What follows belongs to an exercise in optimizing a design on an open flow for small area and a short achievable clock period; a production flow would make more cautious choices. The RTL was checked by simulation tests, not by an equivalence proof against the original design. Power figures rest on the tool's default switching activity, not on a simulated workload.

// gshare_fetch_predictor
module gshare_fetch_predictor #(
    parameter int          HIST_BITS = 5,
    parameter logic [31:0] RESET_PC  = 32'h0000_0000
) (
    input  logic                 clk,
    input  logic                 Reset,
    input  logic                 PC_write,
    input  logic [31:0]          imem_inst,
    output logic [31:0]          pc_out,
    output logic [31:0]          IF_inst,
    output logic [31:0]          nextPC,
    output logic                 prediction,
    output logic [31:0]          branch_target,
    output logic [31:0]          updated_pc_IF,
    output logic [HIST_BITS-1:0] GHPT_index_IF,
    output logic [HIST_BITS-1:0] GHR_IF,
    output logic [HIST_BITS-1:0] G_BTB_index_IF,
    input  logic                 ex_valid,
    input  logic                 ex_taken,
    input  logic [31:0]          ex_target,
    input  logic [31:0]          ex_pc,
    input  logic [HIST_BITS-1:0] ex_GHPT_index,
    input  logic [HIST_BITS-1:0] ex_G_BTB_index,
    input  logic [HIST_BITS-1:0] ex_GHR,
    input  logic                 ex_mispredict,
    input  logic [31:0]          ex_correct_pc
);
clock: 6.5 ns
lec_check: 0
cap_margin: 20
core_margin: 2
core_utilization: 40
cts_cluster_diameter: 80
cts_cluster_size: 24
setup_slack_margin: 3.0
slew_margin: 20
synth_hierarchical: 1
tns_end_percent: 5
standard.sh (not shown) runs the stock make flow with config.mk's settings and CLKGATE_MAP_FILE= SYNTH_SCRIPT=/design/flow/synth_recipe.tcl, a recipe that flattens the netlist after the stock synthesis.
==> flow/flow/run.sh <==
#!/bin/bash
# Standard layout, with the port buffers made from buf_2 instead of the
# default delay-buffer cell. Each make step logs under orfs/logs; the make
# output as a whole goes to standard.log in the work folder.
set -euo pipefail
export BUFFER_PORTS_ARGS="-buffer_cell sky130_fd_sc_hd__buf_2"
bash standard.sh > standard.log 2>&1
Edit:
--- a/flow/design.v
+++ b/flow/design.v
@@ -123,43 +123,45 @@
     assign npidx = nidx ^ ghr_d;
     always_comb begin
         ctr_rd = 1'b0;
         for (int i = 0; i < ENTRIES; i++) begin
             npsel[i] = (npidx == HIST_BITS'(i));
             ctr_rd = ctr_rd | (npsel[i] & pht_q[i][1]);
         end
     end
     logic [TAG_W-1:0] tag_rd;
+    logic [31:0]      tgt_rdn;
     logic             vld_rd;
     for (genvar b = 0; b < TAG_W; b++) begin : g_tag
         logic [ENTRIES-1:0] col;
         for (genvar i = 0; i < ENTRIES; i++) begin : g_e
             assign col[i] = btb_tag_q[i][b];
         end
         btb_col_rd u_rd (.sel(sel_d), .d(col), .y(tag_rd[b]));
     end
     for (genvar b = 0; b < 32; b++) begin : g_tgt
         logic [ENTRIES-1:0] col;
         for (genvar i = 0; i < ENTRIES; i++) begin : g_e
             assign col[i] = btb_tgt_q[i][b];
         end
-        btb_col_rd u_rd (.sel(sel_d2), .d(col), .y(tgt_rd[b]));
+        btb_col_rd_s u_rd (.sel(sel_d2), .d(col), .yn(tgt_rdn[b]));
     end
     btb_col_rd u_vld_rd (.sel(sel_d), .d(btb_vld_q), .y(vld_rd));
+    assign tgt_rd = ~tgt_rdn;
     tag_hit u_hit (.rd(tag_rd), .pc(pc_d[31:TAG_LSB]), .vld(vld_rd), .hit_n(hit_rd_n));
     assign btb_byp = btb_wr && (ex_G_BTB_index == nidx);
     assign pht_byp = pht_wr && (ex_GHPT_index == npidx);
     assign hit_ex  = (ex_pc[31:TAG_LSB] == pc_d[31:TAG_LSB]);
     assign ctr_n   = pht_byp ? ex_cnt_new[1] : ctr_rd;
-    assign k_hit_rd  = btb_byp;                       
-    assign k_hit_ex  = !(btb_byp && hit_ex);
-    assign k_pred_rd = !(!btb_byp && ctr_n);
-    assign k_pred_ex = !(btb_byp && hit_ex && ctr_n);
+    assign k_hit_rd  = !btb_byp;
+    assign k_hit_ex  = btb_byp && hit_ex;
+    assign k_pred_rd = !btb_byp && ctr_n;
+    assign k_pred_ex = btb_byp && hit_ex && ctr_n;
     hit_pred u_hp   (.hit_rd_n(hit_rd_n), .kh_rd(k_hit_rd), .kh_ex(k_hit_ex), .kp_rd(k_pred_rd), .kp_ex(k_pred_ex),
                      .hit(hit_d), .pred(pred_d));
     hit_pred u_hp_o (.hit_rd_n(hit_rd_n), .kh_rd(k_hit_rd), .kh_ex(k_hit_ex), .kp_rd(k_pred_rd), .kp_ex(k_pred_ex),
                      .hit(hit_o_d), .pred(pred_o_d));
     assign tgt_d   = btb_byp ? ex_target : tgt_rd;
     always_ff @(posedge clk or posedge Reset) begin
         if (Reset) begin
             pc_q   <= RESET_PC;
             npc_q  <= RESET_PC[31:2] + 30'd1;
@@ -193,24 +195,47 @@
     always_ff @(posedge clk) begin
         for (int i = 0; i < ENTRIES; i++) begin
             if (btb_wr && ex_G_BTB_index == HIST_BITS'(i)) begin
                 btb_tag_q[i] <= ex_pc[31:TAG_LSB];
                 btb_tgt_q[i] <= ex_target;
             end
         end
     end
 endmodule
+module btb_col_rd_s (
+    input  logic [31:0] sel,
+    input  logic [31:0] d,
+    output logic        yn
+);
+    logic [2:0] g;
+    rd12 u_g0 (.sel(sel[11:0]),  .d(d[11:0]),  .y(g[0]));
+    rd12 u_g1 (.sel(sel[23:12]), .d(d[23:12]), .y(g[1]));
+    rd8  u_g2 (.sel(sel[31:24]), .d(d[31:24]), .y(g[2]));
+    cell_nor3 u_o (.a(g[0]), .b(g[1]), .c(g[2]), .y(yn));
+endmodule
+module rd12 (
+    input  logic [11:0] sel,
+    input  logic [11:0] d,
+    output logic        y
+);
+    logic [3:0] p;
+    for (genvar k = 0; k < 4; k++) begin : g_p
+        cell_aoi222 u (.a1(sel[3*k]), .a2(d[3*k]), .b1(sel[3*k+1]), .b2(d[3*k+1]),
+                       .c1(sel[3*k+2]), .c2(d[3*k+2]), .y(p[k]));
+    end
+    cell_nand4 u_n (.a(p[0]), .b(p[1]), .c(p[2]), .d(p[3]), .y(y));
+endmodule
 module hit_pred (
     input  logic hit_rd_n, kh_rd, kh_ex, kp_rd, kp_ex,
     output logic hit, pred
 );
-    assign hit  = ~((hit_rd_n | kh_rd) & kh_ex);
-    assign pred = ~((hit_rd_n | kp_rd) & kp_ex);
+    assign hit  = (~hit_rd_n & kh_rd) | kh_ex;
+    assign pred = (~hit_rd_n & kp_rd) | kp_ex;
 endmodule
 module btb_col_rd (
     input  logic [31:0] sel,
     input  logic [31:0] d,
     output logic        y
 );
     logic [3:0]  g;
     logic [1:0]  h;
     for (genvar m = 0; m < 4; m++) begin : g_g
@@ -257,18 +282,21 @@
     cell_nand2 u_b8 (.a(eq[24]), .b(eq[25]), .y(bad[8]));
     for (genvar m = 0; m < 3; m++) begin : g_g
         cell_nor3 u (.a(bad[3*m]), .b(bad[3*m+1]), .c(bad[3*m+2]), .y(good[m]));
     end
     cell_nand3 u_h (.a(good[0]), .b(good[1]), .c(good[2]), .y(hit_n));
 endmodule
 module cell_nand3 (input logic a, b, c, output logic y);
     assign y = ~(a & b & c);
 endmodule
+module cell_aoi222 (input logic a1, a2, b1, b2, c1, c2, output logic y);
+    assign y = ~((a1 & a2) | (b1 & b2) | (c1 & c2));
+endmodule
 module cell_nand4 (input logic a, b, c, d, output logic y);
     assign y = ~(a & b & c & d);
 endmodule
 module cell_nor3 (input logic a, b, c, output logic y);
     assign y = ~(a | b | c);
 endmodule
 module cell_nand2 (input logic a, b, output logic y);
     assign y = ~(a & b);
 endmodule
- The new run completed without violations
- count of clock-buffer cells in the layout came out higher by 4
- combinational power rises by 6.3%
- worst setup slack is better by 0.0062 ns
- design area grows by 0.68%
- sequential share of layout area falls by 0.46 points
- die area went down by 1.3%
- sequential power hardly moves
- routed wire length came out higher by 6.6%
- non-clock buffer count rose by 107
- global-route usage climbs by 1.7 points
- core utilization rises by 0.89 points
- total power rose by 2.2%
- synthesized area goes down by 1.3%

==> separate check: timing with driven ports <==
In the flow no input, the clock included, has a driving cell. The finished layouts below were timed again as built, in two steps. Step 1, drivers: a clkbuf_16 drives clk and a buf_2 each remaining input, both assumed. Step 2, shift: input delay + t, output delay - t, t = (earliest + latest rising clock arrival at the registers) / 2. This alone moves slack from input paths to output paths. a / b / c = ideal / step 1 / step 2; a / b = the first two.
| run | t, ns | setup WS [ns] | hold WS [ns] |
|---|---|---|---|
| the first run | 0.838 | 2.801 / 2.756 / 1.982 | 0.474 / 0.474 / 0.474 |
| the second run | 0.885 | 2.807 / 2.758 / 1.873 | 0.381 / 0.331 / 0.476 |
After both steps setup and hold are still met in every run listed. For the second run, which loses most, drivers alone change the setup slack by -0.049 ns; drivers and shift together by -0.934 ns.
